What follows belongs to an exercise in optimizing a design on an open flow for small area; a production flow would make more cautious choices.
RTL that was checked went through simulation tests only; none was proved equivalent to the original.
For runs 4, 5 and 7, only the layout was checked, not whether the RTL still works.
No activity file was given, so power comes from the tool's default toggle rates.

[config.mk]
export PLATFORM = sky130hd
export DESIGN_NAME = gpio_top
export DESIGN_NICKNAME = gpio_top
export VERILOG_FILES = /design/flow/design.v
export SDC_FILE = /design/flow/constraint.sdc
export NUM_CORES = 4
export LEC_CHECK = 0
export CAP_MARGIN = 20
export CORE_MARGIN = 2
export CORE_UTILIZATION = 40
export CTS_BUF_LIST = sky130_fd_sc_hd__clkbuf_2 sky130_fd_sc_hd__clkbuf_4 sky130_fd_sc_hd__clkbuf_8
export GPL_TIMING_DRIVEN = 0
export SLEW_MARGIN = 20
[constraint.sdc]
create_clock -name core_clock -period 5.0 [get_ports {PCLK}]
set_input_delay 1.0000 -clock core_clock [delete_from_list [all_inputs] [get_ports {PCLK}]]
set_output_delay 1.0000 -clock core_clock [all_outputs]
set_load 0.01 [all_outputs]
[design.v]
package gpio_pkg;
   localparam int gpio_max = 32;
   localparam logic [7:0] addr_intr  = 8'h80;
   localparam logic [7:0] addr_gpin  = 8'h90;
   localparam logic [7:0] addr_gpout = 8'hA0;
   localparam logic [2:0] int_level_high = 3'd0;
   localparam logic [2:0] int_level_low  = 3'd1;
   localparam logic [2:0] int_edge_pos   = 3'd2;
   localparam logic [2:0] int_edge_neg   = 3'd3;
   localparam logic [2:0] int_edge_both  = 3'd4;
endpackage
`timescale 1ns/1ps
module gpio_top (
   input  logic        PCLK,
   input  logic        aresetn,
   input  logic        psel_i,
   input  logic        penable_i,
   input  logic        pwrite_i,
   input  logic [7:0]  paddr_i,
   input  logic [31:0] pwdata_i,
   output logic [31:0] prdata_o,
   output logic        pready_o,
   output logic        pslverr_o,
   input  logic [31:0] gpio_in_i,
   output logic [31:0] gpio_out_o,
   output logic [31:0] gpio_oe_o,
   output logic [31:0] int_o,
   output logic        int_or_o
);
   localparam int n = gpio_pkg::gpio_max;
   assign pready_o  = 1'b1;
   assign pslverr_o = 1'b0;
   logic          wr_en;
   logic          hit_intr;
   logic          hit_gpin;
   logic          hit_gpout;
   logic [n-1:0]  cfg_sel;
   assign wr_en     = psel_i & penable_i & pwrite_i;
   assign hit_intr  = (paddr_i == gpio_pkg::addr_intr);
   assign hit_gpin  = (paddr_i == gpio_pkg::addr_gpin);
   assign hit_gpout = (paddr_i == gpio_pkg::addr_gpout);
   for (genvar i = 0; i < n; i++)
   begin : g_dec
      assign cfg_sel[i] = ~paddr_i[7] & (paddr_i[6:2] == 5'(i));
   end
   logic [n-1:0] gpin1;
   logic [n-1:0] cur;
   logic [n-1:0] prev;
   always_ff @(posedge PCLK or negedge aresetn)
   begin
      if (!aresetn)
      begin
         gpin1 <= '0;
         cur   <= '0;
      end
      else
      begin
         gpin1 <= gpio_in_i;
         cur   <= gpin1;
      end
   end
   always_ff @(posedge PCLK)
      prev <= cur;
   logic [7:0]   cfg_q [n];
   logic [n-1:0] cfg_ok;
   logic [n-1:0] out_en;
   logic [n-1:0] in_en;
   logic [n-1:0] oe_en;
   logic [n-1:0] int_en;
   for (genvar i = 0; i < n; i++)
   begin : g_cfg
      always_ff @(posedge PCLK)
      begin
         if (wr_en && cfg_sel[i])
            cfg_q[i] <= pwdata_i[7:0];
      end
      always_ff @(posedge PCLK or negedge aresetn)
      begin
         if (!aresetn)
            cfg_ok[i] <= 1'b0;
         else
            cfg_ok[i] <= cfg_ok[i] | (wr_en & cfg_sel[i]);
      end
      assign out_en[i] = cfg_q[i][0] & cfg_ok[i];
      assign in_en[i]  = cfg_q[i][1] & cfg_ok[i];
      assign oe_en[i]  = cfg_q[i][2] & cfg_ok[i];
      assign int_en[i] = cfg_q[i][3] & cfg_ok[i];
   end
   logic [n-1:0] gpout_q;
   logic         gpout_ok;
   always_ff @(posedge PCLK)
   begin
      if (wr_en && hit_gpout)
         gpout_q <= pwdata_i;
   end
   always_ff @(posedge PCLK or negedge aresetn)
   begin
      if (!aresetn)
         gpout_ok <= 1'b0;
      else
         gpout_ok <= gpout_ok | (wr_en & hit_gpout);
   end
   assign gpio_out_o = gpout_q & out_en & {n{gpout_ok}};
   assign gpio_oe_o  = oe_en & out_en;
   logic [n-1:0] clear;
   logic [n-1:0] pos_q;
   logic [n-1:0] neg_q;
   assign clear = {n{wr_en & hit_intr}} & pwdata_i;
   always_ff @(posedge PCLK)
   begin
      pos_q <= int_en & ((cur & ~prev) | (pos_q & ~clear));
      neg_q <= int_en & ((~cur & prev) | (neg_q & ~clear));
   end
   for (genvar i = 0; i < n; i++)
   begin : g_sel
      logic [2:0] int_type;
      logic       sel;
      assign int_type = cfg_q[i][7:5];
      always_comb
      begin
         case (int_type)
            gpio_pkg::int_level_high: sel = prev[i];
            gpio_pkg::int_level_low:  sel = ~prev[i];
            gpio_pkg::int_edge_pos:   sel = pos_q[i];
            gpio_pkg::int_edge_neg:   sel = neg_q[i];
            gpio_pkg::int_edge_both:  sel = pos_q[i] | neg_q[i];
            default:                  sel = 1'b0;
         endcase
      end
      assign int_o[i] = sel & int_en[i];
   end
   assign int_or_o = |int_o;
   logic [n-1:0] intr_q;
   logic         intr_ok;
   logic [n-1:0] intr;
   logic         clear_cycle;
   always_ff @(posedge PCLK or negedge aresetn)
   begin
      if (!aresetn)
         intr_ok <= 1'b0;
      else
         intr_ok <= 1'b1;
   end
   assign intr        = intr_q & {n{intr_ok}};
   assign clear_cycle = |clear;
   always_ff @(posedge PCLK)
   begin
      if (clear_cycle)
         intr_q <= intr & ~clear;
      else
         intr_q <= int_o;
   end
   logic [7:0] cfg_rd;
   always_comb
   begin
      cfg_rd = '0;
      for (int i = 0; i < n; i++)
         cfg_rd = cfg_rd | (cfg_q[i] & {8{cfg_sel[i] & cfg_ok[i]}});
   end
   assign prdata_o = {24'h0, cfg_rd}
                   | (intr & {n{hit_intr}})
                   | (prev & in_en & {n{hit_gpin}})
                   | (gpout_q & {n{hit_gpout & gpout_ok}});
endmodule
[run.sh]
#!/bin/bash
# synth_recipe.tcl (not shown) runs the flow's synth.tcl, then flattens the netlist and writes it again
# the make line also repeats each setting of config.mk as NAME=value (left out here)
make -C /OpenROAD-flow-scripts/flow DESIGN_CONFIG=/design/flow/config.mk WORK_HOME=/design/flow/orfs CLKGATE_MAP_FILE= SYNTH_SCRIPT=/design/flow/synth_recipe.tcl finish
==> flow_summary.toml, run 1 <==
[sta]
drv_slew = 0
worst_slack_ns = -0.0314
period_needed_ns = 5.03
finalCritPeriodShare_pct = 101
tightest_slew_ns = 1.14
final-hold-violation-count = 0
grt_setup_unrepaired = "no"
final-setup-viol-count = 2
finalSetupTns_ns = -0.0620
fin_skew_ns = 0.0271
relSlewSlack_pct = 23.9
max_freq_mhz = 199

[floorplan]
die_x_um = 235
rows = 84
initial_utilization_pct = 40.5
die_h_um = 235
core_um2 = 52700
die_area_um2 = 55200
io_pins = 208

[clock_network]
clkSinkCount = 514
clock_latency_ns = 0.71
cts.hold.buffers_added = 0
cts_htree_levels = 3
cts.clk_slew.worst_paths_ns = 0.06
cts_made_buffers = 89
cts.path.max_buffers = 3
cts_tree = "yes"
root_buffer = "clkbuf_8"

[critical_path]
cp.arrival_ns = 4.03
start_kind = "register"
cp_cell_sequence = "and2_1 > o21ai_1 > a31oi_4 > nor4_4 > nand4_1 > or4_4 > clkdlybuf4s50_1"
path_class = "reg -> out"
reg2reg_depth = 5
cp_slowest_cell = "or4_4"
r2r_end = "intr_q[10]$_DFF_P_"
worst-r2r-setup-slack_ns = 2.29
r2r_start = "intr_ok$_DFF_PN0_"
critPathRequiredTime_ns = 4.00
end_kind = "output pin"
cp_slowest_stage_delay_ns = 0.67
cp_top_family = "simple AND/OR/NAND/NOR gates"
path_buf_inv = 1
path_max_fanout = 5

[layout]
layout.nets = 2218
synthToLayoutAreaGrowth_pct = 25.4
utilization_pct = 50.8
design_area_um2 = 26700
fillers = 4705
drive_gt1_share_pct = 14.7

[synthesis]
async_flop_share_pct = 19.1
syn_inst = 1839
ys_seq_area_share_pct = 64.1
avgSynthCellArea_um2 = 11.6
synth_ff_type = "edfxtp_1"
yosysUniqueCellTypes = 66
synth_edf_count = 288
ys.warnings.count = 2
netlist_area_um2 = 21300
ys_ff_latch = 514

[run_status]
status = "finished with violations"
failed_checks = "setup timing"

[drt]
first_pass_iters = 7
postRouteWirelength_um = 97200
drt_iter0_markers = 2193
ant_nets = 0
wl_per_cell_um = 33.4
route.detailed.drc = 0
via_per_inst = 6.15
vias = 17867

[run]
drv_cap = 0

[place]
placed_area_um2 = 24500
hpwl_um = 72900
gp_congestion = 1.01
portBuffers = 205
dp_slack_ns = -1.22

[power]
peakVddDrop_v = 0.000287
p_per_area_nw_per_um2 = 345
total_leakage_power_nw = 9.49

[global_routing]
grt.busiest_layer = "met2"
grt_usage_pct = 34.6
grt_max_degree = 52
grt_overflow = 0
global_route.usage.met2_pct = 52.5
antenna_found_initial = 6
grt_pass1_vias = 17055
use_met1_pct = 46.5
grt_pass1_wl_um = 133000
grt.met3_usage_pct = 9.02

[worst_hold_path]
hold_class = "in -> async"
-- routing by layer --
layer  share of wire, %  wire, um  vias up
met4                5.1      4990       10
met2                 44     43200     1133
met5              0.058        56        -
met1                 40     39300     8988
li1                   -         -     7486
met3                9.9      9640      250
-- area by class of cell --
cell class                      count  area, um2  share of cell area [%]
Tap cell                          688        861                    3.22
Timing Repair Buffer              228       2350                    8.81
Inverter                            3       11.3                  0.0421
Sequential cell                   514      13700                    51.1
Buffer                             62        367                    1.37
Clock inverter                     16       83.8                   0.314
Clock buffer                      150       1830                    6.83
Antenna cell                        3       7.51                  0.0281
Multi-Input combinational cell   1243       7550                    28.3
-- synth_stat cells, types with 3 or more instances --
cell type  instances  share of area [%]
or4_1              4               0.14
o21ai_0           36               0.85
o21ai_1           29               0.68
or2_2             32               0.94
nand4_1           64                1.9
a22oi_1           66                2.3
clkbuf_1          48               0.85
inv_1              3              0.053
edfxtp_1         288                 41
nand3_1           43                1.0
o22ai_1           28               0.82
nor3_1            10               0.23
a21oi_1           71                1.7
nand2_1          224                3.9
mux2i_1           39                1.8
nor4b_1            3               0.12
and3_1            61                1.8
a222oi_1           4               0.19
o211ai_1          25               0.88
dfrtp_1           98                 12
buf_2             20               0.47
o2bb2ai_1          6               0.25
buf_6              3               0.16
dfxtp_1          128                 12
buf_1              3              0.053
nor2_1           152                2.7
a32oi_1            5               0.21
and4_1            38                1.6
or3_1             24               0.70
and2_1            27               0.79
nor4_1            19               0.56
nor2b_1          102                3.0
buf_4              6               0.21
xor2_1            30                1.2
a22o_1             6               0.25
nand3b_1          27               0.95
a31oi_1           29               0.85
-- power by group --
group,internal [mW],switching [mW]
Combinational,0.185,0.309
Clock,2.30,1.79
Sequential,4.54,0.0850
Total,7.03,2.19
-- kinds of logic after synthesis --
group | after synthesis | synth area share (%)
AOI/OAI and AO/OA | 320 | 9.58
xor gates and xnor gates | 32 | 1.31
buffers and inverters | 83 | 1.79
DFF | 514 | 64.1
muxes | 39 | 1.83
other | 2 | 0.0352
and+or+nand+nor | 849 | 21.4
-- worst max path at each step --
stage | from | end | cells past startpoint
floorplan | paddr_i[5] | prdata_o[3] | 8
global route | paddr_i[1] | prdata_o[18] | 8
global placement | aresetn | cur[11]$_DFF_PN0_ | 1
CTS | paddr_i[6] | prdata_o[5] | 10
finish | cfg_q[14][6]$_DFFE_PP_ | int_or_o | 7
detailed placement | paddr_i[3] | prdata_o[18] | 9
-- sequential cells by signal (all words and copies together) (netlist names) --
name and cells:
cfg_ok 32, gpin1 32, pos_q 32, prev 32, neg_q 32, cur 32, cfg_q 256, gpout_q 32
intr_ok 1, intr_q 32, gpout_ok 1
-- cells in the final DEF, fill, tap and decap left out, types with 7 or more instances in the layout --
| cell type | instances |
|---|---|
| nand3b_1 | 27 |
| clkdlybuf4s50_1 | 185 |
| o21ai_0 | 32 |
| o22ai_1 | 27 |
| nor3_1 | 10 |
| buf_2 | 19 |
| dfxtp_1 | 128 |
| and2_1 | 27 |
| o21ai_1 | 31 |
| dfrtp_1 | 98 |
| or2_2 | 32 |
| clkbuf_8 | 113 |
| clkbuf_4 | 42 |
| o211ai_1 | 25 |
| nand2_1 | 220 |
| nor2_1 | 149 |
| clkbuf_1 | 22 |
| buf_6 | 7 |
| nand4_1 | 64 |
| and3_2 | 12 |
| nor4_1 | 15 |
| a21oi_1 | 71 |
| nand3_1 | 40 |
| a31oi_1 | 28 |
| dlygate4sd2_1 | 7 |
| edfxtp_1 | 288 |
| and3_1 | 49 |
| buf_4 | 21 |
| mux2i_1 | 39 |
| clkinv_2 | 8 |
| xor2_1 | 30 |
| clkbuf_2 | 8 |
| a22oi_2 | 8 |
| nor2b_1 | 102 |
| and4_1 | 37 |
| a22oi_1 | 58 |
| or3_1 | 24 |
-- per-stage QoR --
stage	hold WS, ns	power [mW]	instances
floorplan	0.331	4.85	1840
global placement	0.333	5.16	2733
detailed placement	0.336	5.18	2744
CTS	0.206	9.22	2904
global route	0.226	9.46	2906
finish	0.211	9.21	2907
-- timing repair --
item                       in CTS  in global routing
setup buffers                   7                  5
pin swaps                      18                 12
setup endpoints to repair      32                 23
gates resized for setup        76                 23
==> inputs of run 2 (changes only) <==
--- a/config.mk
+++ b/config.mk
@@ -8,6 +8,4 @@
 export CAP_MARGIN = 20
 export CORE_MARGIN = 2
 export CORE_UTILIZATION = 40
-export CTS_BUF_LIST = sky130_fd_sc_hd__clkbuf_2 sky130_fd_sc_hd__clkbuf_4 sky130_fd_sc_hd__clkbuf_8
-export GPL_TIMING_DRIVEN = 0
 export SLEW_MARGIN = 20
==> flow_summary.toml, run 2 <==
[clock_network]
cts.path.max_buffers = 3
cts_tree = "yes"
cts_htree_levels = 2
clock_latency_ns = 0.62
cts_made_buffers = 55
cts_setup_buffers = 0
root_buffer = "clkbuf_16"
cts.hold.buffers_added = 0
clkSinkCount = 514
cts.clk_slew.worst_paths_ns = 0.06

[place]
dp_slack_ns = -0.613
gp_congestion = 1.03
hpwl_um = 70700
portBuffers = 205

[critical_path]
critPathRequiredTime_ns = 4.00
cp_cell_sequence = "clkdlybuf4s50_1 > buf_4 > buf_4 > or4b_2 > buf_4 > a21oi_1 > a21oi_1 > and4_1 > nand3_1 > clkdlybuf4s50_1"
cp_slowest_cell = "or4b_2"
end_kind = "output pin"
path_class = "in -> out"
cp.arrival_ns = 3.93
reg2reg_depth = 5
cp_slowest_stage_delay_ns = 0.70
start_kind = "input pin"
crit_path_frequent_cell = "buf_4"
path_max_fanout = 8

[global_routing]
grt_overflow = 0
antenna_found_initial = 4
grt.busiest_layer = "met2"
grt_pass1_wl_um = 128000
grt_max_degree = 39
global_route.usage.met2_pct = 53.2
grt_pass1_vias = 16792
use_met1_pct = 45.5
grt_usage_pct = 32.8
grt.met3_usage_pct = 4.85

[layout]
fillers = 4679
layout.nets = 2260
multi_input_area_um2 = 7390
largest_register_ff_count = 256
final_common_cell = "edfxtp_1"
n_antenna_cell = 0
top_register = "cfg_q"
seqCellArea_um2 = 13700
synthToLayoutAreaGrowth_pct = 27.3
layout_common_cells = "edfxtp_1, nand2_1, clkdlybuf4s50_1"
drive_gt1_share_pct = 14.1

[synthesis]
syn_inst = 1839
synth_ff_type = "edfxtp_1"
yosys.area_share.adder_pct = 0
netlist_top_cells_area = "edfxtp_1, dfxtp_1, dfrtp_1"
ys.warnings.count = 2
yosysUniqueCellTypes = 66
synth_edf_count = 288
avgSynthCellArea_um2 = 11.6
synth_compound_area_share_pct = 9.58
synth_top_family_by_area = "simple AND/OR/NAND/NOR gates"
synth.most_common_cell = "edfxtp_1"
synth_xor_area_share_pct = 1.31
ys_seq_area_share_pct = 64.1
yosysTopAreaCell = "edfxtp_1"
async_flop_share_pct = 19.1
ys_ff_latch = 514
yosys-top-cells-count = "edfxtp_1, nand2_1, nor2_1, dfxtp_1, nor2b_1"
synthMuxAreaShare_pct = 1.83
netlist_area_um2 = 21300
synth.top_cell.area_share_pct = 40.6
yosys.area_share.simple_pct = 21.4

[drt]
ant_nets = 0
route.detailed.drc = 0
wl_per_cell_um = 31.6
vias = 17390
via_per_inst = 5.96
drt_iter0_markers = 1842
first_pass_iters = 5
postRouteWirelength_um = 92200

[floorplan]
rows = 84
core_um2 = 52700
io_pins = 208
die_h_um = 235
die_x_um = 235
initial_utilization_pct = 40.5
die_area_um2 = 55200

[sta]
period_needed_ns = 4.93
grt_setup_unrepaired = "no"
fin_skew_ns = 0.0225
tightest_slew_ns = 1.06
relSlewSlack_pct = 28.9
finalCritPeriodShare_pct = 98.7
final-setup-viol-count = 0
worst_slack_ns = 0.0652
finalSetupTns_ns = 0
max_freq_mhz = 203
final-hold-violation-count = 0
drv_slew = 0

[power]
p_per_area_nw_per_um2 = 342
total_leakage_power_nw = 9.69
peakVddDrop_v = 0.000263

[run_status]
status = "timing/DRC/antenna clean"

[worst_hold_path]
hold_class = "in -> async"

[run]
drv_cap = 0
-- run 2: cell counts after synthesis --
Identical to the previous run, type by type.
-- run 2: through the flow --
| stage | util (%) | power, mW | hold WS (ns) | std cells | cell area [um2] |
|---|---|---|---|---|---|
| 6_report | 51.5 | 9.29 | 0.304 | 2916 | 27100 |
| 3_5_place_dp | 47.9 | 5.18 | 0.335 | 2814 | 25200 |
| 3_3_place_gp | 47.9 | 5.17 | 0.332 | 2814 | 25200 |
| 4_1_cts | 51.4 | 9.33 | 0.308 | 2916 | 27100 |
| 5_1_grt | 51.5 | 9.53 | 0.332 | 2916 | 27100 |
| 2_1_floorplan | - | 4.85 | 0.331 | 1840 | 21300 |
-- run 2: layer usage --
| layer | vias to the layer above | wire, um |
|---|---|---|
| li1 | 7550 | - |
| met1 | 8862 | 39500 |
| met2 | 829 | 43300 |
| met3 | 143 | 6350 |
| met4 | 6 | 3040 |
| met5 | - | 37 |
-- run 2: logic make-up (layout without fill, tap and decap cells) --
kind of cell,after synthesis,count (layout)
AND/OR/NAND/NOR,849,849
flip-flops,514,514
AO/OA/AOI/OAI,320,320
buffers and inverters,83,471
multiplexers,39,39
XOR/XNOR,32,32
other,2,3
-- run 2: final timing paths --
check / to / start / slack (ns)
worst max-delay path: prdata_o[4] / paddr_i[6] / 0.07
worst min-delay path: cfg_ok[6]$_DFF_PN0_ / aresetn / 0.30
worst max register to register: intr_q[14]$_DFF_P_ / cfg_q[14][7]$_DFFE_PP_ / 2.86
worst min register to register: cur[16]$_DFF_PN0_ / gpin1[16]$_DFF_PN0_ / 0.35
max in group asynchronous: cfg_ok[10]$_DFF_PN0_ / aresetn / 3.72
min in group core_clock: cur[16]$_DFF_PN0_ / gpin1[16]$_DFF_PN0_ / 0.35
-- run 2: timing repair --
item                                    CTS  global route
resized for setup                        13            12
pin swaps                                 1             5
hold endpoints to repair                  0             0
endpoints found under the setup margin    5             7
-- run 2: layout make-up --
class                           count  share of cell area, %
Sequential cell                   514                   50.4
Multi-Input combinational cell   1243                   27.3
Timing Repair Buffer              366                   12.4
Clock buffer                       71                   5.55
Tap cell                          688                   3.17
Clock inverter                     31                   1.20
Inverter                            3                 0.0415
-- run 2: power by group --
group | switching [mW] | internal, mW
Combinational | 0.274 | 0.189
Clock | 1.75 | 2.44
Sequential | 0.0977 | 4.54
-- run 2: critical path: cells and delay by family --
kind | cells | cell delay, ns
compound gates | 2 | 0.35
simple gates | 3 | 1.04
buf+inv | 5 | 1.54
==> inputs of run 3 (changes only) <==
==> flow/run.sh (new file) <==
#!/bin/bash
# Standard layout, with the port buffers made from the smallest buffer.
set -euo pipefail
export BUFFER_PORTS_ARGS="-buffer_cell sky130_fd_sc_hd__buf_1"
bash standard.sh > standard_flow.log 2>&1
==> standard.sh (new file) <==
#!/bin/bash
# synth_recipe.tcl (not shown) runs the flow's synth.tcl, then flattens the netlist and writes it again
# the make line also repeats each setting of config.mk as NAME=value (left out here)
make -C /OpenROAD-flow-scripts/flow DESIGN_CONFIG=/design/flow/config.mk WORK_HOME=/design/flow/orfs CLKGATE_MAP_FILE= SYNTH_SCRIPT=/design/flow/synth_recipe.tcl "${@:-finish}"
--- a/config.mk
+++ b/config.mk
@@ -8,4 +8,6 @@
 export CAP_MARGIN = 20
 export CORE_MARGIN = 2
 export CORE_UTILIZATION = 40
+export CTS_BUF_LIST = sky130_fd_sc_hd__clkbuf_2 sky130_fd_sc_hd__clkbuf_4 sky130_fd_sc_hd__clkbuf_8
+export GPL_TIMING_DRIVEN = 0
 export SLEW_MARGIN = 20
removed: run.sh
==> flow_summary.toml, run 3 <==
[run_status]
status = "finished with violations"
failed_checks = "setup timing"

[critical_path]
worst-r2r-setup-slack_ns = 2.49
r2r_end = "intr_q[22]$_DFF_P_"
path_class = "in -> out"
critPathRequiredTime_ns = 4.00
setup.worst_path.start = "paddr_i[2]"
r2r_start = "intr_ok$_DFF_PN0_"
reg2reg_depth = 5
cp.arrival_ns = 4.14
path_max_fanout = 10
end_kind = "output pin"
start_kind = "input pin"

[layout]
top_register = "cfg_q"
drive_gt1_share_pct = 11.8
utilization_pct = 47.9
largest_register_ff_count = 256
layout_common_cells = "edfxtp_1, nand2_1, buf_1"
synthToLayoutAreaGrowth_pct = 18.4
final_common_cell = "edfxtp_1"
layout.nets = 2225

[drt]
drt_iter0_markers = 2512
wl_per_cell_um = 33.0
postRouteWirelength_um = 96300
vias = 17975
ant_nets = 0
first_pass_iters = 6
route.detailed.drc = 0
via_per_inst = 6.16

[floorplan]
rows = 84
die_h_um = 235
die_x_um = 235
io_pins = 208
core_um2 = 52700
initial_utilization_pct = 40.5
die_area_um2 = 55200

[synthesis]
synth.most_common_cell = "edfxtp_1"
netlist_top_cells_area = "edfxtp_1, dfxtp_1, dfrtp_1"
avgSynthCellArea_um2 = 11.6
yosysTopAreaCell = "edfxtp_1"
synth.top_cell.area_share_pct = 40.6
ys_ff_latch = 514
async_flop_share_pct = 19.1
syn_inst = 1839
yosys-top-cells-count = "edfxtp_1, nand2_1, nor2_1, dfxtp_1, nor2b_1"
synth_ff_type = "edfxtp_1"
synth_edf_count = 288
ys_seq_area_share_pct = 64.1
ys.warnings.count = 2
netlist_area_um2 = 21300
yosysUniqueCellTypes = 66

[power]
total_leakage_power_nw = 8.80
power.total_mw = 9.09
p_per_area_nw_per_um2 = 360
peakVddDrop_v = 0.000285

[clock_network]
cts_htree_levels = 3
cts_made_buffers = 88
cts.clk_slew.worst_paths_ns = 0.06
root_buffer = "clkbuf_8"
clock_latency_ns = 0.71
clkSinkCount = 514
cts.path.max_buffers = 3
cts_tree = "yes"

[global_routing]
grt_pass1_vias = 17272
antenna_found_initial = 3
grt_overflow = 0
grt_max_degree = 30
grt_usage_pct = 34.1
grt_pass1_wl_um = 132000

[worst_hold_path]
hold_class = "in -> async"

[place]
dp_slack_ns = -0.379
gp_congestion = 1.02
portBuffers = 205
hpwl_um = 73300

[sta]
fin_skew_ns = 0.0199
grt_setup_unrepaired = "no"
final-setup-viol-count = 2
max_freq_mhz = 194
finalSetupTns_ns = -0.264
drv_slew = 0
worst_slack_ns = -0.144
relSlewSlack_pct = 26.9
finalCritPeriodShare_pct = 103
holdWs_ns = 0.202
tightest_slew_ns = 1.10
final-hold-violation-count = 0
period_needed_ns = 5.14

[run]
drv_cap = 0
==> run 3: repair_timing <==
| item | CTS | global route |
|---|---|---|
| gates resized for setup | 8 | 4 |
| setup buffers | 0 | 0 |
| endpoints found under the setup margin | 15 | 3 |
| hold buffers | 0 | 0 |
==> run 3: where the power goes <==
group / leakage, nW / internal (mW) / switching (mW)
sequential: 4.83 / 4.54 / 0.0853
combinational: 2.99 / 0.127 / 0.302
clock: 0.977 / 2.24 / 1.79
==> run 3: area by class of cell <==
class	count	area, um2
Clock buffer	133	1630
Clock inverter	32	226
Timing Repair Buffer	220	1110
Sequential cell	514	13700
Buffer	78	372
Fill cell	4841	27400
Antenna cell	6	15.0
Multi-Input combinational cell	1243	7350
Inverter	3	11.3
Tap cell	688	861
==> run 3: stage by stage <==
step	area, um2	std cells
after floorplan	21300	1840
after global placement	23000	2733
after detailed placement	23300	2748
after CTS	25200	2912
after global routing	25200	2913
final	25200	2917
==> run 3: cells by family (layout without fill, tap and decap cells) <==
logic type	Yosys count	after routing	synth area share [%]
buffers and inverters	83	466	1.79
XOR/XNOR	32	32	1.31
multiplexers	39	39	1.83
AND/OR/NAND/NOR	849	849	21.4
flip-flops	514	514	64.1
other	2	9	0.0352
AO/OA/AOI/OAI	320	320	9.58
==> run 3: how the worst max path moves through the flow <==
stage / cells past startpoint / endpoint / slack (ns)
5_1_grt: 10 / prdata_o[6] / 0.002
3_3_place_gp: 1 / gpin1[20]$_DFF_PN0_ / -2.69
3_5_place_dp: 9 / prdata_o[14] / -0.38
2_1_floorplan: 8 / prdata_o[3] / 1.52
6_report: 11 / prdata_o[7] / -0.14
4_1_cts: 11 / prdata_o[7] / 0.007
==> run 3: routing by layer <==
layer	vias to the layer above	routed length, um	global-route usage, %
met3	227	8850	8.31
met5	-	12	0
li1	7494	-	-
met4	2	4540	15.3
met1	9156	39300	45.8
met2	1096	43600	52.6
==> run 3: worst max-delay path: stages <==
cell and delay (ns):
buf_1 0.16, buf_2 0.26, and2_1 0.21, buf_2 0.24
and3_1 0.21, clkbuf_1 0.21, a22oi_1 0.51, o21ai_0 0.29
a211oi_2 0.45, nand4_1 0.34, buf_1 0.25
==> inputs of run 4 (changes only) <==
--- a/design.v
+++ b/design.v
@@ -61,26 +61,43 @@
    end
    always_ff @(posedge PCLK)
       prev <= cur;
-   logic [7:0]   cfg_q [n];
-   logic [n-1:0] cfg_ok;
-   logic [n-1:0] out_en;
-   logic [n-1:0] in_en;
-   logic [n-1:0] oe_en;
-   logic [n-1:0] int_en;
+   localparam int gs    = 4;
+   localparam int gb    = $clog2(gs);
+   localparam int n_grp = n / gs;
+   logic [7:0]       cfg_q [n];
+   logic [n_grp-1:0] grp_hit;
+   logic [n_grp-1:0] grp_ok;
+   logic [gs-1:0]    pos_hit;
+   logic [7:0]       cfg_d [gs];
+   logic [n-1:0]     cfg_ok;
+   logic [n-1:0]     out_en;
+   logic [n-1:0]     in_en;
+   logic [n-1:0]     oe_en;
+   logic [n-1:0]     int_en;
+   for (genvar p = 0; p < gs; p++)
+   begin : g_pos
+      assign pos_hit[p] = (paddr_i[2 +: gb] == gb'(p));
+      assign cfg_d[p]   = pwdata_i[7:0] & {8{pos_hit[p]}};
+   end
+   for (genvar g = 0; g < n_grp; g++)
+   begin : g_grp
+      assign grp_hit[g] = wr_en & ~paddr_i[7] & (paddr_i[6:2+gb] == (5-gb)'(g));
+      always_ff @(posedge PCLK or negedge aresetn)
+      begin
+         if (!aresetn)
+            grp_ok[g] <= 1'b0;
+         else
+            grp_ok[g] <= grp_ok[g] | grp_hit[g];
+      end
+   end
    for (genvar i = 0; i < n; i++)
    begin : g_cfg
       always_ff @(posedge PCLK)
       begin
-         if (wr_en && cfg_sel[i])
-            cfg_q[i] <= pwdata_i[7:0];
+         if (grp_hit[i/gs] && (pos_hit[i%gs] || !grp_ok[i/gs]))
+            cfg_q[i] <= cfg_d[i%gs];
       end
-      always_ff @(posedge PCLK or negedge aresetn)
-      begin
-         if (!aresetn)
-            cfg_ok[i] <= 1'b0;
-         else
-            cfg_ok[i] <= cfg_ok[i] | (wr_en & cfg_sel[i]);
-      end
+      assign cfg_ok[i] = grp_ok[i/gs];
       assign out_en[i] = cfg_q[i][0] & cfg_ok[i];
       assign in_en[i]  = cfg_q[i][1] & cfg_ok[i];
       assign oe_en[i]  = cfg_q[i][2] & cfg_ok[i];
==> flow/run.sh (replaced) <==
#!/bin/bash
# Standard layout, with the port buffers made from the smallest buffer and a
# clock tree of larger sink clusters without dummy loads.
set -euo pipefail
export BUFFER_PORTS_ARGS="-buffer_cell sky130_fd_sc_hd__buf_1"
export CTS_ARGS="-sink_clustering_enable -repair_clock_nets -dont_use_dummy_load -sink_clustering_size 14 -sink_clustering_max_diameter 50 -buf_list {sky130_fd_sc_hd__clkbuf_4 sky130_fd_sc_hd__clkbuf_8}"
export RECOVER_POWER=100
bash standard.sh > standard_flow.log 2>&1
--- a/config.mk
+++ b/config.mk
@@ -8,6 +8,5 @@
 export CAP_MARGIN = 20
 export CORE_MARGIN = 2
 export CORE_UTILIZATION = 40
-export CTS_BUF_LIST = sky130_fd_sc_hd__clkbuf_2 sky130_fd_sc_hd__clkbuf_4 sky130_fd_sc_hd__clkbuf_8
-export GPL_TIMING_DRIVEN = 0
+export SETUP_SLACK_MARGIN = 0.2
 export SLEW_MARGIN = 20
==> flow_summary.toml, run 4 <==
[synthesis]
ys_ff_latch = 490
syn_inst = 1881
yosysTopAreaCell = "edfxtp_1"
yosysUniqueCellTypes = 72
ys.warnings.count = 3
ys_seq_area_share_pct = 62.0
synth.most_common_cell = "edfxtp_1"
synth_ff_type = "edfxtp_1"
yosys-top-cells-count = "edfxtp_1, nand2_1, dfxtp_1, a21oi_1, nor2_1"
synth.top_cell.area_share_pct = 41.1
netlist_area_um2 = 21100
netlist_top_cells_area = "edfxtp_1, dfxtp_1, dfrtp_1"
avgSynthCellArea_um2 = 11.2
async_flop_share_pct = 15.1
synth_edf_count = 288

[worst_hold_path]
holdPathEnd = "cur[2]$_DFF_PN0_"
hold_start = "gpin1[2]$_DFF_PN0_"
whs_path_depth = 0
hold_class = "reg -> reg"

[layout]
largest_register_ff_count = 256
fillers = 4959
layout.nets = 2245
drive_gt1_share_pct = 6.51
top_register = "cfg_q"
layout_common_cells = "edfxtp_1, nand2_1, buf_1"
final_common_cell = "edfxtp_1"
synthToLayoutAreaGrowth_pct = 13.1
design_area_um2 = 23800

[global_routing]
antenna_found_initial = 16
grt_overflow = 0
grt_pass1_wl_um = 141000
grt_usage_pct = 38.4
grt_max_degree = 64
grt_pass1_vias = 16733

[sta]
period_needed_ns = 5.06
holdWs_ns = 0.343
relSlewSlack_pct = -146
tightest_slew_ns = 3.69
worst_slack_ns = -0.0593
fin_skew_ns = 0.0666
max_freq_mhz = 198
final-hold-violation-count = 0
drv_slew = 71
grt_setup_unrepaired = "yes"
finalCritPeriodShare_pct = 101
final-setup-viol-count = 2

[critical_path]
path_max_fanout = 13
end_kind = "output pin"
reg2reg_depth = 6
r2r_start = "grp_ok[4]$_DFF_PN0_"
r2r_end = "intr_q[17]$_DFF_P_"
cp.arrival_ns = 4.06
start_kind = "register"
worst-r2r-setup-slack_ns = 1.52
path_class = "reg -> out"
critPathRequiredTime_ns = 4.00

[drt]
vias = 18222
drt_iter0_markers = 2615
first_pass_iters = 5
via_per_inst = 6.38
wl_per_cell_um = 37.0
ant_nets = 0
route.detailed.drc = 0
postRouteWirelength_um = 106000

[clock_network]
cts.hold.buffers_added = 0
clkSinkCount = 490
cts_tree = "yes"
cts.path.max_buffers = 3
cts_made_buffers = 53
clock_latency_ns = 0.68
root_buffer = "clkbuf_8"
cts.clk_slew.worst_paths_ns = 0.08
cts_htree_levels = 2

[place]
dp_slack_ns = 0.115
placed_area_um2 = 23300
gp_congestion = 1.05
portBuffers = 205
hpwl_um = 82200

[power]
peakVddDrop_v = 0.000238
p_per_area_nw_per_um2 = 323
total_leakage_power_nw = 7.89

[floorplan]
die_x_um = 233
core_um2 = 52300
die_h_um = 233
die_area_um2 = 54500
io_pins = 208
rows = 84
initial_utilization_pct = 40.2

[run]
drv_cap = 2

[run_status]
status = "finished with violations"
failed_checks = "capacitance limit, slew limit, setup timing"
run 4: worst max-delay path by stage:
stage / startpoint / endpoint / slack [ns] / cells past startpoint
after floorplan: paddr_i[2] / gpout_q[0]$_DFFE_PP_ / 0.31 / 4
after global placement: paddr_i[4] / prdata_o[7] / 0.09 / 10
after detailed placement: paddr_i[4] / prdata_o[7] / 0.11 / 10
after CTS: paddr_i[4] / prdata_o[7] / 0.24 / 9
after global routing: paddr_i[5] / prdata_o[6] / 0.11 / 10
final: grp_ok[4]$_DFF_PN0_ / int_o[17] / -0.06 / 5
run 4: where the power goes:
part / internal, mW / total (mW) / leakage (nW) / switching, mW
logic: 0.244 / 0.858 / 3.41 / 0.614
registers: 4.38 / 4.54 / 4.10 / 0.162
clock network: 0.937 / 2.30 / 0.381 / 1.36
run 4: cell families (layout without fill, tap and decap cells):
kind of cell / count (synthesis) / after routing / synth area share [%]
buffers and inverters: 105 / 389 / 2.08
XOR/XNOR: 32 / 32 / 1.33
AND/OR/NAND/NOR: 814 / 814 / 20.4
other: 2 / 6 / 0.0357
flip-flops: 490 / 490 / 62.0
AO/OA/AOI/OAI: 395 / 395 / 12.0
multiplexers: 43 / 43 / 2.08
run 4: critical path: stages (launching register included):
cell      delay [ns]
dfrtp_1         0.81
clkbuf_1        0.86
nand2_1         0.27
a31oi_2         0.66
clkbuf_1        0.58
buf_1           0.22
run 4: layout make-up:
class / count / area [um2] / share of cell area [%]
timing repair buffer: 324 / 1520 / 6.38
tap: 688 / 861 / 3.61
antenna: 3 / 7.51 / 0.0315
inverter: 12 / 45.0 / 0.189
multi-input combinational: 1287 / 7590 / 31.9
sequential: 490 / 13100 / 54.9
clock buffer: 53 / 729 / 3.06
run 4: repair_timing:
action | 4_1_cts | 5_1_grt
setup buffers | 0 | 0
pin swaps | 0 | 1
setup endpoints to repair | 2 | 4
gates resized for setup | 2 | 3
run 4: metrics by stage:
| step | power (mW) | setup TNS [ns] | std cells | util, % |
|---|---|---|---|---|
| after global routing | 7.88 | 0 | 2854 | 45.5 |
| after global placement | 5.45 | 0 | 2800 | 44.5 |
| final | 7.69 | -0.0957 | 2857 | 45.5 |
| after detailed placement | 5.46 | 0 | 2800 | 44.5 |
| after floorplan | 4.95 | 0 | 1882 | - |
| after CTS | 7.70 | 0 | 2853 | 45.9 |
run 4: metal layers:
metal | vias to the layer above | share of wire [%] | global-route usage, %
met5 | - | 0.032 | 0
met4 | 6 | 5.0 | 15.6
met3 | 249 | 11 | 8.28
met2 | 1302 | 42 | 56.2
met1 | 9126 | 42 | 55.2
li1 | 7539 | - | -
==> inputs of run 5 (changes only) <==
--- a/flow/run.sh
+++ b/flow/run.sh
@@ -4,5 +4,4 @@
 set -euo pipefail
 export BUFFER_PORTS_ARGS="-buffer_cell sky130_fd_sc_hd__buf_1"
 export CTS_ARGS="-sink_clustering_enable -repair_clock_nets -dont_use_dummy_load -sink_clustering_size 14 -sink_clustering_max_diameter 50 -buf_list {sky130_fd_sc_hd__clkbuf_4 sky130_fd_sc_hd__clkbuf_8}"
-export RECOVER_POWER=100
 bash standard.sh > standard_flow.log 2>&1
--- a/config.mk
+++ b/config.mk
@@ -7,6 +7,6 @@
 export LEC_CHECK = 0
 export CAP_MARGIN = 20
 export CORE_MARGIN = 2
-export CORE_UTILIZATION = 40
-export SETUP_SLACK_MARGIN = 0.2
+export CORE_UTILIZATION = 65
+export SETUP_SLACK_MARGIN = 0.1
 export SLEW_MARGIN = 20
==> flow_summary.toml, run 5 <==
[run_status]
status = "timing/DRC/antenna clean"

[run]
drv_cap = 0

[layout]
layout.nets = 2185
top_register = "cfg_q"
largest_register_ff_count = 256
drive_gt1_share_pct = 6.89
synthToLayoutAreaGrowth_pct = 9.76
layout_common_cells = "edfxtp_1, nand2_1, buf_1"
design_area_um2 = 23100
fillers = 2096
final_common_cell = "edfxtp_1"

[synthesis]
async_flop_share_pct = 15.1
ys_seq_area_share_pct = 62.0
synth.most_common_cell = "edfxtp_1"
synth_ff_type = "edfxtp_1"
netlist_area_um2 = 21100
syn_inst = 1881
yosys.area_share.adder_pct = 0
avgSynthCellArea_um2 = 11.2
ys.warnings.count = 3
yosys-top-cells-count = "edfxtp_1, nand2_1, dfxtp_1, a21oi_1, nor2_1"
synth_compound_area_share_pct = 12.0
netlist_top_cells_area = "edfxtp_1, dfxtp_1, dfrtp_1"
synth_xor_area_share_pct = 1.33
yosysUniqueCellTypes = 72
yosysTopAreaCell = "edfxtp_1"
synth.top_cell.area_share_pct = 41.1
synthMuxAreaShare_pct = 2.08
synth_edf_count = 288
ys_ff_latch = 490
yosys.area_share.simple_pct = 20.4
synth_top_family_by_area = "simple AND/OR/NAND/NOR gates"

[clock_network]
cts_made_buffers = 45
cts.hold.buffers_added = 0
cts.clk_slew.worst_paths_ns = 0.08
clkSinkCount = 490
cts_htree_levels = 2
cts_tree = "yes"
root_buffer = "clkbuf_8"
ctsResizeCount = 0
cts_setup_buffers = 0
clock_latency_ns = 0.63
cts.path.max_buffers = 3

[drt]
drt_iter0_markers = 3601
via_per_inst = 7.55
wl_per_cell_um = 35.3
ant_nets = 0
postRouteWirelength_um = 88700
vias = 18940
first_pass_iters = 8
route.detailed.drc = 0

[sta]
finalSetupTns_ns = 0
final-hold-violation-count = 0
tightest_slew_ns = 1.13
fin_skew_ns = 0.0499
final-setup-viol-count = 0
finalCritPeriodShare_pct = 96.1
period_needed_ns = 4.81
max_freq_mhz = 208
grt_setup_unrepaired = "no"
relSlewSlack_pct = 24.5
drv_slew = 0

[critical_path]
path_class = "in -> out"
path_max_fanout = 21
worst-r2r-setup-slack_ns = 2.70
end_kind = "output pin"
critPathRequiredTime_ns = 4.00
cp.arrival_ns = 3.81
start_kind = "input pin"

[global_routing]
global_route.usage.met2_pct = 75.0
grt_usage_pct = 52.4
grt_pass1_vias = 17840
grt.met3_usage_pct = 21.7
antenna_found_initial = 5
grt_overflow = 0
grt_max_degree = 49
grt_pass1_wl_um = 124000
use_met1_pct = 66.2
grt.busiest_layer = "met2"

[floorplan]
die_x_um = 184
die_h_um = 184
core_um2 = 31700
rows = 65
initial_utilization_pct = 66.4
io_pins = 208
die_area_um2 = 33900

[power]
total_leakage_power_nw = 7.81
power.total_mw = 7.44
peakVddDrop_v = 0.000316
p_per_area_nw_per_um2 = 322

[worst_hold_path]
hold_class = "reg -> reg"

[place]
portBuffers = 205
gp_congestion = 1.15
placed_area_um2 = 22500
hpwl_um = 66100
-- run 5: cell types whose count changed in the layout (fill, tap and decap cells not counted), sizes merged --
cell / change
diode: -1
buf: +22
clkbuf: -82
-- run 5: final cells by class --
class | count | area (um2) | share of cell area, %
Sequential cell | 490 | 13100 | 56.5
Multi-Input combinational cell | 1287 | 7590 | 32.8
Timing Repair Buffer | 272 | 1290 | 5.59
Clock buffer | 45 | 619 | 2.68
Tap cell | 402 | 503 | 2.18
Inverter | 12 | 45.0 | 0.195
Antenna cell | 2 | 5.00 | 0.0216
-- run 5: critical path: stages --
cell and delay [ns]:
clkbuf_2 0.24, buf_4 0.30, or2_2 0.33, nor2_1 0.79, nand4_1 0.32, a21oi_1 0.34, nor4_1 0.13, nand3_1 0.17
buf_1 0.17
-- run 5: layer usage --
| layer | vias up | routed length, um | part of all wire [%] |
|---|---|---|---|
| met3 | 476 | 16000 | 18 |
| met5 | - | 46 | 0.052 |
| met2 | 2092 | 36100 | 41 |
| li1 | 7429 | - | - |
| met4 | 6 | 7070 | 8.0 |
| met1 | 8937 | 29500 | 33 |
-- run 5: stage by stage --
stage          instances  utilization [%]  setup slack (ns)  hold slack (ns)
6_report            2510             72.9             0.194            0.331
5_1_grt             2508             72.9             0.383            0.344
4_1_cts             2508             72.9             0.457            0.341
3_5_place_dp        2463             70.9             0.481            0.335
3_3_place_gp        2463             70.9             0.442            0.332
2_1_floorplan       1882                -             0.309            0.331
-- run 5: report_power, final --
group | total (mW) | internal, mW | leakage (nW) | switching [mW]
logic | 0.807 | 0.242 | 3.39 | 0.566
registers | 4.52 | 4.38 | 4.10 | 0.149
clock network | 2.11 | 0.804 | 0.324 | 1.30
-- run 5: logic make-up (layout without fill, tap and decap cells) --
logic type / Yosys count / count (layout)
other: 2 / 5
and+or+nand+nor: 814 / 814
xor gates and xnor gates: 32 / 32
muxes: 43 / 43
AOI/OAI and AO/OA: 395 / 395
DFF: 490 / 490
buffers and inverters: 105 / 329
-- run 5: path summary, 6_finish.rpt --
kind,from,end,depth (start not counted)
setup / recovery,paddr_i[3],prdata_o[3],9
hold / removal,gpin1[8]$_DFF_PN0_,cur[8]$_DFF_PN0_,0
setup reg to reg,grp_ok[6]$_DFF_PN0_,intr_q[24]$_DFF_P_,5
hold reg to reg,gpin1[8]$_DFF_PN0_,cur[8]$_DFF_PN0_,0
max in group asynchronous,aresetn,cur[1]$_DFF_PN0_,2
min in group asynchronous,aresetn,cur[17]$_DFF_PN0_,1
==> inputs of run 6 (changes only) <==
--- a/design.v
+++ b/design.v
@@ -61,8 +61,8 @@
    end
    always_ff @(posedge PCLK)
       prev <= cur;
-   localparam int gs    = 4;
-   localparam int gb    = $clog2(gs);
+   localparam int gs    = 4;    
+   localparam int gb    = 2;    
    localparam int n_grp = n / gs;
    logic [7:0]       cfg_q [n];
    logic [n_grp-1:0] grp_hit;
==> flow_summary.toml, run 6 <==
[place]
hpwl_um = 66100
dp_slack_ns = 0.481
portBuffers = 205
dp.cells = 2463
gp_congestion = 1.15

[clock_network]
root_buffer = "clkbuf_8"
clkSinkCount = 490
cts_tree = "yes"
cts_setup_buffers = 0
cts.hold.buffers_added = 0
cts.path.max_buffers = 3
cts_htree_levels = 2
ctsResizeCount = 0
cts.clk_slew.worst_paths_ns = 0.08
clock_latency_ns = 0.63
cts_made_buffers = 45

[drt]
postRouteWirelength_um = 88700
vias = 18940
drt_iter0_markers = 3601
route.detailed.drc = 0
first_pass_iters = 8
wl_per_cell_um = 35.3
ant_nets = 0
via_per_inst = 7.55

[power]
p_per_area_nw_per_um2 = 322
peakVddDrop_v = 0.000316
total_leakage_power_nw = 7.81

[critical_path]
cp_slowest_stage_delay_ns = 0.79
end_kind = "output pin"
start_kind = "input pin"
reg2reg_depth = 5
cp_cell_sequence = "clkbuf_2 > buf_4 > or2_2 > nor2_1 > nand4_1 > a21oi_1 > nor4_1 > nand3_1 > buf_1"
path_buf_inv = 3
cp.depth = 9
path_class = "in -> out"
cp_slowest_cell = "nor2_1"
worst-r2r-setup-slack_ns = 2.70
cp.arrival_ns = 3.81
cp_top_family = "simple AND/OR/NAND/NOR gates"
path_max_fanout = 21
critPathRequiredTime_ns = 4.00

[run]
drv_cap = 0

[sta]
worst_slack_ns = 0.194
max_freq_mhz = 208
tightest_slew_ns = 1.13
finalSetupTns_ns = 0
relSlewSlack_pct = 24.5
period_needed_ns = 4.81
final-setup-viol-count = 0
grt_setup_unrepaired = "no"
fin_skew_ns = 0.0499
final-hold-violation-count = 0
drv_slew = 0
holdWs_ns = 0.331
finalCritPeriodShare_pct = 96.1

[synthesis]
synth.most_common_cell = "edfxtp_1"
netlist_top_cells_area = "edfxtp_1, dfxtp_1, dfrtp_1"
synth_ff_type = "edfxtp_1"
yosys-top-cells-count = "edfxtp_1, nand2_1, dfxtp_1, a21oi_1, nor2_1"
async_flop_share_pct = 15.1
avgSynthCellArea_um2 = 11.2
netlist_area_um2 = 21100
ys_ff_latch = 490
synth_edf_count = 288
ys_seq_area_share_pct = 62.0
synth.top_cell.area_share_pct = 41.1
syn_inst = 1881
yosysTopAreaCell = "edfxtp_1"
ys.warnings.count = 3
yosysUniqueCellTypes = 72

[global_routing]
grt_overflow = 0
grt_pass1_vias = 17840
grt_pass1_wl_um = 124000
antenna_found_initial = 5
grt_usage_pct = 52.4
grt_max_degree = 49

[floorplan]
die_x_um = 184
io_pins = 208
die_area_um2 = 33900
rows = 65
initial_utilization_pct = 66.4
core_um2 = 31700
die_h_um = 184

[layout]
layout.nets = 2185
drive_gt1_share_pct = 6.89
largest_register_ff_count = 256
top_register = "cfg_q"
layout_common_cells = "edfxtp_1, nand2_1, buf_1"
synthToLayoutAreaGrowth_pct = 9.76
fin_cells = 2510
final_common_cell = "edfxtp_1"

[run_status]
status = "timing/DRC/antenna clean"

[worst_hold_path]
whs_path_depth = 0
hold_class = "reg -> reg"
-- run 6: cell counts after synthesis --
Identical to the previous run, type by type.
-- run 6: routing by layer --
metal / part of all wire [%] / global-route usage, % / wire length, um
met5: 0.052 / 0 / 46
met4: 8.0 / 32.7 / 7070
met3: 18 / 21.7 / 16000
met2: 41 / 75.0 / 36100
met1: 33 / 66.2 / 29500
-- run 6: final cells by class --
| type | instances | area, um2 |
|---|---|---|
| Antenna cell | 2 | 5.00 |
| Clock buffer | 45 | 619 |
| Fill cell | 2096 | 8600 |
| Inverter | 12 | 45.0 |
| Multi-Input combinational cell | 1287 | 7590 |
| Sequential cell | 490 | 13100 |
| Tap cell | 402 | 503 |
| Timing Repair Buffer | 272 | 1290 |
-- run 6: logic make-up after synthesis --
kind of cell	count (synthesis)	share of synthesized area, %
AO/OA/AOI/OAI	395	12.0
XOR/XNOR	32	1.33
buffers and inverters	105	2.08
flip-flops	490	62.0
multiplexers	43	2.08
other	2	0.0357
AND/OR/NAND/NOR	814	20.4
-- run 6: final timing paths --
check | to | from
max | prdata_o[3] | paddr_i[3]
min | cur[8]$_DFF_PN0_ | gpin1[8]$_DFF_PN0_
max reg2reg | intr_q[24]$_DFF_P_ | grp_ok[6]$_DFF_PN0_
min reg2reg | cur[8]$_DFF_PN0_ | gpin1[8]$_DFF_PN0_
max in group asynchronous | cur[1]$_DFF_PN0_ | aresetn
min in group asynchronous | cur[17]$_DFF_PN0_ | aresetn
-- run 6: where the power goes --
part           leakage (nW)  internal (mW)  switching, mW
clock                 0.324          0.804           1.30
combinational          3.39          0.242          0.566
sequential             4.10           4.38          0.149
-- run 6: stage by stage --
| stage | utilization [%] | total power [mW] | cell area, um2 |
|---|---|---|---|
| detailed placement | 70.9 | 5.35 | 22500 |
| CTS | 72.9 | 7.32 | 23100 |
| floorplan | - | 4.95 | 21100 |
| global route | 72.9 | 7.53 | 23100 |
| global placement | 70.9 | 5.33 | 22500 |
| finish | 72.9 | 7.44 | 23100 |
-- run 6: worst reg2reg max path, delay by kind of cell (launching register included) --
kind | cells | cell delay [ns]
DFF | 1 | 0.63
buffers and inverters | 1 | 0.36
and+or+nand+nor | 2 | 0.44
AOI/OAI and AO/OA | 2 | 0.80
==> inputs of run 7 (changes only) <==
--- a/design.v
+++ b/design.v
@@ -61,8 +61,8 @@
    end
    always_ff @(posedge PCLK)
       prev <= cur;
-   localparam int gs    = 4;    
-   localparam int gb    = 2;    
+   localparam int gs    = 4;
+   localparam int gb    = $clog2(gs);
    localparam int n_grp = n / gs;
    logic [7:0]       cfg_q [n];
    logic [n_grp-1:0] grp_hit;
==> flow/run.sh (replaced) <==
#!/bin/bash
# Standard layout with three changes:
# * the combinational logic of the standard synthesis is mapped again with
#   an area-oriented ABC script (flip-flops keep their cells and names);
# * the port buffers are the smallest buffer;
# * the clock tree uses larger sink clusters and no dummy loads.
set -euo pipefail
here=$(pwd)
res=$here/orfs/results/${FLOW_PLATFORM}/gpio_top/base
lib=$FLOW_HOME/platforms/${FLOW_PLATFORM}/lib/sky130_fd_sc_hd__tt_025C_1v80.lib
yosys_bin=$FLOW_HOME/../tools/install/yosys/bin/yosys
[[ -x $yosys_bin ]] || yosys_bin=yosys

export BUFFER_PORTS_ARGS="-buffer_cell sky130_fd_sc_hd__buf_1"
export CTS_ARGS="-sink_clustering_enable -repair_clock_nets -dont_use_dummy_load -sink_clustering_size 14 -sink_clustering_max_diameter 50 -buf_list {sky130_fd_sc_hd__clkbuf_4 sky130_fd_sc_hd__clkbuf_8}"

# standard synthesis netlist
bash standard.sh synth > synth_flow.log 2>&1
cp "$res/1_2_yosys.v" "$here/standard_synth.v"

# area re-mapping of the combinational logic
RS_LIB=$lib RS_IN=$here/standard_synth.v RS_OUT=$here/resynth.v \
RS_ABC=$here/flow/area.abc RS_CONSTR=$here/flow/abc.constr RS_STAT=$here/resynth_stat.txt \
  "$yosys_bin" -c "$here/flow/resynth.tcl" > resynth.log 2>&1
cp "$here/resynth.v" "$res/1_2_yosys.v"
touch "$res/1_2_yosys.v"

# rest of the layout
bash standard.sh > standard_flow.log 2>&1
==> flow/abc.constr (new file) <==
set_driving_cell sky130_fd_sc_hd__buf_1
set_load 5
==> flow/area.abc (new file) <==
&get -n
&st
&synch2
&nf -R 1000 -p
&st
&syn2
&synch2
&nf -R 1000 -p
&st
&dch -f
&nf -R 1000 -p -F 8 -A 4
&put
==> flow/resynth.tcl (new file) <==
# Re-map the combinational logic of the standard synthesis netlist with an
# area-oriented ABC script. Flip-flops keep their cells and instance names.
yosys -import
set lib $::env(RS_LIB)
set in  $::env(RS_IN)
set out $::env(RS_OUT)
set abcs $::env(RS_ABC)
read_liberty -overwrite -setattr liberty_cell -ignore_miss_func $lib
# flip-flops stay as cells
foreach c [split [string trim [tee -q -s result.string select -list-mod {A:liberty_cell}]] "\n"] {
  if {[regexp {__(df|edf|sdf|dl|conb|tap|fill|decap|diode)} $c]} {
    setattr -mod -set blackbox 1 $c
  }
}
read_verilog -defer $in
hierarchy -top gpio_top
flatten
opt_clean -purge
setattr -mod -unset blackbox
stat
opt -fast
abc -script $abcs -liberty $lib -dont_use *probe* -dont_use *lpflow* -constr $::env(RS_CONSTR) -D 5000
opt_clean -purge
hilomap -singleton -hicell sky130_fd_sc_hd__conb_1 HI -locell sky130_fd_sc_hd__conb_1 LO
insbuf -buf sky130_fd_sc_hd__buf_4 A X
opt_clean -purge
tee -o $::env(RS_STAT) stat -liberty $lib
write_verilog -noattr -nohex -nodec $out
==> flow_summary.toml, run 7 <==
[floorplan]
die_x_um = 179
die_h_um = 179
io_pins = 208
initial_utilization_pct = 65.6
core_um2 = 30300
rows = 64
die_area_um2 = 32000

[power]
clock_power_share_pct = 28.2
intPower_mw = 5.43
p_comb_share_pct = 11.1
p_per_area_nw_per_um2 = 331
swShare_pct = 26.9
peakVddDrop_v = 0.000271
total_leakage_power_nw = 7.44
p_sw_mw = 2.00
seqPwrFrac_pct = 60.7

[worst_hold_path]
hold_start = "gpin1[14]$_DFF_PN0_"
hold_class = "reg -> reg"
holdPathEnd = "cur[14]$_DFF_PN0_"
whs_path_depth = 0

[sta]
grt_setup_unrepaired = "no"
worst_slack_ns = 0.366
finalCritPeriodShare_pct = 92.7
final-setup-viol-count = 0
period_needed_ns = 4.63
final-hold-violation-count = 0
finalSetupTns_ns = 0
fin_skew_ns = 0.0559
max_freq_mhz = 216
drv_slew = 0
tightest_slew_ns = 1.17
relSlewSlack_pct = 21.7

[drt]
postRouteWirelength_um = 85600
route.detailed.drc = 0
via_per_inst = 7.65
ant_nets = 0
vias = 18523
drt_iter0_markers = 3697
wl_per_cell_um = 35.3
first_pass_iters = 9

[critical_path]
critPathRequiredTime_ns = 4.00
end_kind = "output pin"
reg2reg_depth = 2
r2r_end = "cfg_q[26][4]$_DFFE_PP_"
path_max_fanout = 14
r2r_start = "grp_ok[6]$_DFF_PN0_"
start_kind = "input pin"
cp.arrival_ns = 3.63
cp_cell_sequence = "buf_1 > buf_4 > nor2b_1 > nor2b_1 > and2_0 > buf_4 > a22o_1 > a221oi_1 > nand3_1 > a22o_1 > a21oi_1 > nand2_1 > buf_1"
setup.worst_path.start = "paddr_i[5]"
cp_slowest_stage_delay_ns = 0.33
path_class = "in -> out"
cp_slowest_cell = "nand3_1"
worst-r2r-setup-slack_ns = 2.86

[clock_network]
cts_tree = "yes"
cts_setup_buffers = 0
cts.clk_slew.worst_paths_ns = 0.08
cts_htree_levels = 2
root_buffer = "clkbuf_8"
cts_made_buffers = 46
cts.hold.buffers_added = 0
cts.path.max_buffers = 3
clock_latency_ns = 0.61
clkSinkCount = 490

[layout]
drive_gt1_share_pct = 6.43
top_register = "cfg_q"
layout.nets = 2101
final_common_cell = "edfxtp_1"
synthToLayoutAreaGrowth_pct = 12.7
design_area_um2 = 22400
layout_common_cells = "edfxtp_1, buf_1, a21oi_1"
utilization_pct = 73.9
largest_register_ff_count = 256

[synthesis]
syn_inst = 1698
ys.warnings.count = 3
netlist_area_um2 = 19900
avgSynthCellArea_um2 = 11.7

[place]
gp_congestion = 1.13
dp_slack_ns = 0.480
hpwl_um = 61600
placed_area_um2 = 21800
portBuffers = 205

[global_routing]
grt_usage_pct = 53.1
grt_pass1_wl_um = 118000
grt_max_degree = 57
grt_pass1_vias = 17137
antenna_found_initial = 9
grt_overflow = 0

[run]
drv_cap = 0

[run_status]
status = "timing/DRC/antenna clean"
==> run 7: layer usage <==
metal / global-route usage, % / vias up / routed length [um] / share of wire [%]
met5: 2.40 / - / 213 / 0.25
li1: - / 7161 / - / -
met2: 75.7 / 2045 / 35300 / 41
met3: 21.7 / 557 / 14500 / 17
met1: 65.9 / 8746 / 27600 / 32
met4: 36.7 / 14 / 7930 / 9.3
==> run 7: layout make-up <==
| type | count | area, um2 |
|---|---|---|
| clock buffers | 46 | 633 |
| diodes | 4 | 10.0 |
| flip-flops and latches | 490 | 13100 |
| multi-input cells | 1187 | 6800 |
| inverters | 22 | 82.6 |
| well taps | 396 | 495 |
| repair buffers | 277 | 1350 |
| fillers | 1998 | 7920 |
==> run 7: repair_timing <==
action,4_1_cts,5_1_grt
resized for setup,0,1
endpoints found under the hold margin,0,0
setup endpoints to repair,0,1
==> run 7: worst max path at each step <==
stage                               to  cells past startpoint
floorplan           intr_q[14]$_DFF_P_                      6
global placement           prdata_o[7]                     13
detailed placement         prdata_o[7]                     13
CTS                        prdata_o[7]                     13
global route               prdata_o[7]                     13
finish                     prdata_o[7]                     13
==> run 7: worst max-delay path, delay by kind of cell <==
| kind | cells | cell delay [ns] |
|---|---|---|
| and+or+nand+nor | 5 | 0.79 |
| buffers and inverters | 4 | 0.86 |
| AOI/OAI and AO/OA | 4 | 0.97 |
==> run 7: through the flow <==
| step | instances | hold WS (ns) | power (mW) |
|---|---|---|---|
| global route | 2419 | 0.343 | 7.54 |
| floorplan | 1699 | 0.331 | 4.90 |
| finish | 2422 | 0.352 | 7.43 |
| detailed placement | 2372 | 0.335 | 5.36 |
| global placement | 2372 | 0.332 | 5.32 |
| CTS | 2418 | 0.353 | 7.32 |
==> run 7: power by group through the flow <==
stage	registers [mW]	logic [mW]	clock network (mW)
floorplan	4.56	0.338	0
global placement	4.58	0.738	0
detailed placement	4.59	0.765	0
CTS	4.50	0.771	2.05
global route	4.52	0.836	2.19
finish	4.51	0.826	2.10
==> inputs of run 8 (changes only) <==
--- a/design.v
+++ b/design.v
@@ -61,8 +61,8 @@
    end
    always_ff @(posedge PCLK)
       prev <= cur;
-   localparam int gs    = 4;
-   localparam int gb    = $clog2(gs);
+   localparam int gs    = 4;    
+   localparam int gb    = 2;    
    localparam int n_grp = n / gs;
    logic [7:0]       cfg_q [n];
    logic [n_grp-1:0] grp_hit;
--- a/config.mk
+++ b/config.mk
@@ -8,5 +8,6 @@
 export CAP_MARGIN = 20
 export CORE_MARGIN = 2
 export CORE_UTILIZATION = 65
+export GPL_TIMING_DRIVEN = 0
 export SETUP_SLACK_MARGIN = 0.1
 export SLEW_MARGIN = 20
==> flow_summary.toml, run 8 <==
[critical_path]
critPathRequiredTime_ns = 4.00
cp_slowest_cell = "a2111oi_2"
start_kind = "input pin"
path_class = "in -> out"
path_max_fanout = 28
end_kind = "output pin"
cp_cell_sequence = "buf_4 > nor2_2 > and3_4 > and2_0 > o2bb2ai_1 > a2111oi_2 > nand4_1 > nor3_1 > o21ai_0 > buf_1"
cp_slowest_stage_delay_ns = 0.57
cp.arrival_ns = 4.07

[clock_network]
clock_latency_ns = 0.62
clkSinkCount = 490
cts_made_buffers = 44
cts_tree = "yes"
cts.clk_slew.worst_paths_ns = 0.09
cts.path.max_buffers = 3
root_buffer = "clkbuf_8"
cts_htree_levels = 2

[sta]
drv_slew = 0
final-setup-viol-count = 2
relSlewSlack_pct = 24.6
worst_slack_ns = -0.0729
max_freq_mhz = 197
tightest_slew_ns = 1.12
holdWs_ns = 0.332
finalCritPeriodShare_pct = 101
period_needed_ns = 5.07
grt_setup_unrepaired = "yes"
fin_skew_ns = 0.0323
final-hold-violation-count = 0

[floorplan]
die_area_um2 = 32000
initial_utilization_pct = 65.6
rows = 64
core_um2 = 30300
die_h_um = 179
io_pins = 208
die_x_um = 179

[layout]
fillers = 2116
drive_gt1_share_pct = 5.08
largest_register_ff_count = 256
design_area_um2 = 22300
multi_input_area_um2 = 6870
synthToLayoutAreaGrowth_pct = 11.9
seqCellArea_um2 = 13100
layout_common_cells = "edfxtp_1, buf_1, a21oi_1"
layout.nets = 2049
top_register = "cfg_q"
final_common_cell = "edfxtp_1"

[drt]
first_pass_iters = 7
route.detailed.drc = 0
vias = 17320
wl_per_cell_um = 32.0
drt_iter0_markers = 3206
ant_nets = 0
via_per_inst = 7.32
postRouteWirelength_um = 75700

[global_routing]
grt_pass1_wl_um = 105000
grt.busiest_layer = "met2"
antenna_found_initial = 5
grt_pass1_vias = 15760
use_met1_pct = 61.9
grt_max_degree = 65
grt_usage_pct = 47.2
grt.met3_usage_pct = 16.4
global_route.usage.met2_pct = 68.7
grt_overflow = 0

[run_status]
status = "finished with violations"
failed_checks = "setup timing"

[synthesis]
syn_inst = 1698
netlist_area_um2 = 19900
ys.warnings.count = 3
avgSynthCellArea_um2 = 11.7

[power]
p_per_area_nw_per_um2 = 329
total_leakage_power_nw = 7.24
power.total_mw = 7.33
peakVddDrop_v = 0.000283

[run]
drv_cap = 0

[place]
hpwl_um = 54100
placed_area_um2 = 21600
portBuffers = 205
gp_congestion = 1.07

[worst_hold_path]
hold_class = "reg -> reg"
## run 8: repair_timing
action | CTS | global route
hold buffers | 0 | 0
buffers inserted | 0 | 3
pin swaps | 1 | 1
endpoints found under the setup margin | 31 | 13
gates resized for setup | 15 | 4
cloned | 1 | 0
## run 8: worst paths after layout
check	endpoint	slack, ns	cells past startpoint	startpoint
min in group asynchronous	gpout_ok$_DFF_PN0_	0.45	1	aresetn
max in group asynchronous	cur[18]$_DFF_PN0_	3.88	2	aresetn
hold / removal	cur[23]$_DFF_PN0_	0.33	0	gpin1[23]$_DFF_PN0_
setup / recovery	prdata_o[4]	-0.07	10	paddr_i[6]
hold reg to reg	cur[23]$_DFF_PN0_	0.33	0	gpin1[23]$_DFF_PN0_
setup reg to reg	intr_q[8]$_DFF_P_	2.39	3	grp_ok[2]$_DFF_PN0_
## run 8: per-layer routing
metal | share of wire, % | vias up
met5 | 0.15 | -
met4 | 6.9 | 4
met3 | 17 | 332
met2 | 42 | 1687
li1 | - | 7054
met1 | 34 | 8243
## run 8: power breakdown
group | switching (mW) | internal, mW | total, mW
Combinational | 0.461 | 0.215 | 0.677
Clock | 1.29 | 0.787 | 2.07
Sequential | 0.203 | 4.38 | 4.58
Total | 1.95 | 5.38 | 7.33
## run 8: layout make-up
type                            count  area share (%)
Sequential cell                   490            58.7
Multi-Input combinational cell   1188            30.8
Timing Repair Buffer              226            5.18
Clock buffer                       44            2.72
Tap cell                          396            2.22
Inverter                           22           0.371
Antenna cell                        1          0.0112
## run 8: stage by stage
step / setup TNS [ns] / cells / worst slack (ns) / utilization (%)
after floorplan: 0 / 1699 / 0.117 / -
after global placement: -599.08 / 2300 / -5.09 / 69.8
after detailed placement: -4.44 / 2318 / -1.13 / 71.2
after CTS: 0 / 2363 / 0.118 / 73.3
after global routing: 0 / 2366 / 0.0607 / 73.4
final: -0.102 / 2367 / -0.0729 / 73.4
## run 8: worst max-delay path: cells and delay by family
| kind | cells | cell delay (ns) |
|---|---|---|
| AOI/OAI and AO/OA | 3 | 1.02 |
| buffers and inverters | 2 | 0.54 |
| and+or+nand+nor | 5 | 1.47 |

[port drivers added, routing unchanged]
Ports are ideal in the flow. The routed layouts listed here were re-timed in OpenROAD. Step 1: set_driving_cell puts a clkbuf_16 on PCLK and a buf_2 on each other input, an assumption about the parent block. Step 2 moves the port delays by t, midway between the first and last clock arrival at a register: inputs arrive t later, outputs are due t later. That takes back most of the time a late clock gives input paths. Three values: ideal, step 1, step 2; two values: the first two.
run | t (ns) | setup WS [ns] | worst setup path at the end | clock arrival spread, ns | pins driven straight from the clock port
run 1 | 0.756 | -0.031 / -0.086 / -0.060 | input to output | 0.035 / 0.035 | 1
run 2 | 0.665 | 0.065 / 0.037 / 0.037 | input to output | 0.028 / 0.029 | 1
run 3 | 0.760 | -0.144 / -0.176 / -0.176 | input to output | 0.042 / 0.042 | 1
run 4 | 0.702 | -0.059 / -0.117 / -0.347 | input to register | 0.077 / 0.078 | 1
run 5 | 0.655 | 0.194 / 0.171 / 0.171 | input to output | 0.052 / 0.051 | 1
run 6 | 0.655 | 0.194 / 0.171 / 0.171 | input to output | 0.052 / 0.051 | 1
run 7 | 0.631 | 0.366 / 0.317 / 0.317 | input to output | 0.066 / 0.066 | 1
run 8 | 0.661 | -0.073 / -0.101 / -0.101 | input to output | 0.049 / 0.049 | 1
The setup slack of run 4, which loses most, moves by -0.058 ns with the drivers and by -0.288 ns with both steps.
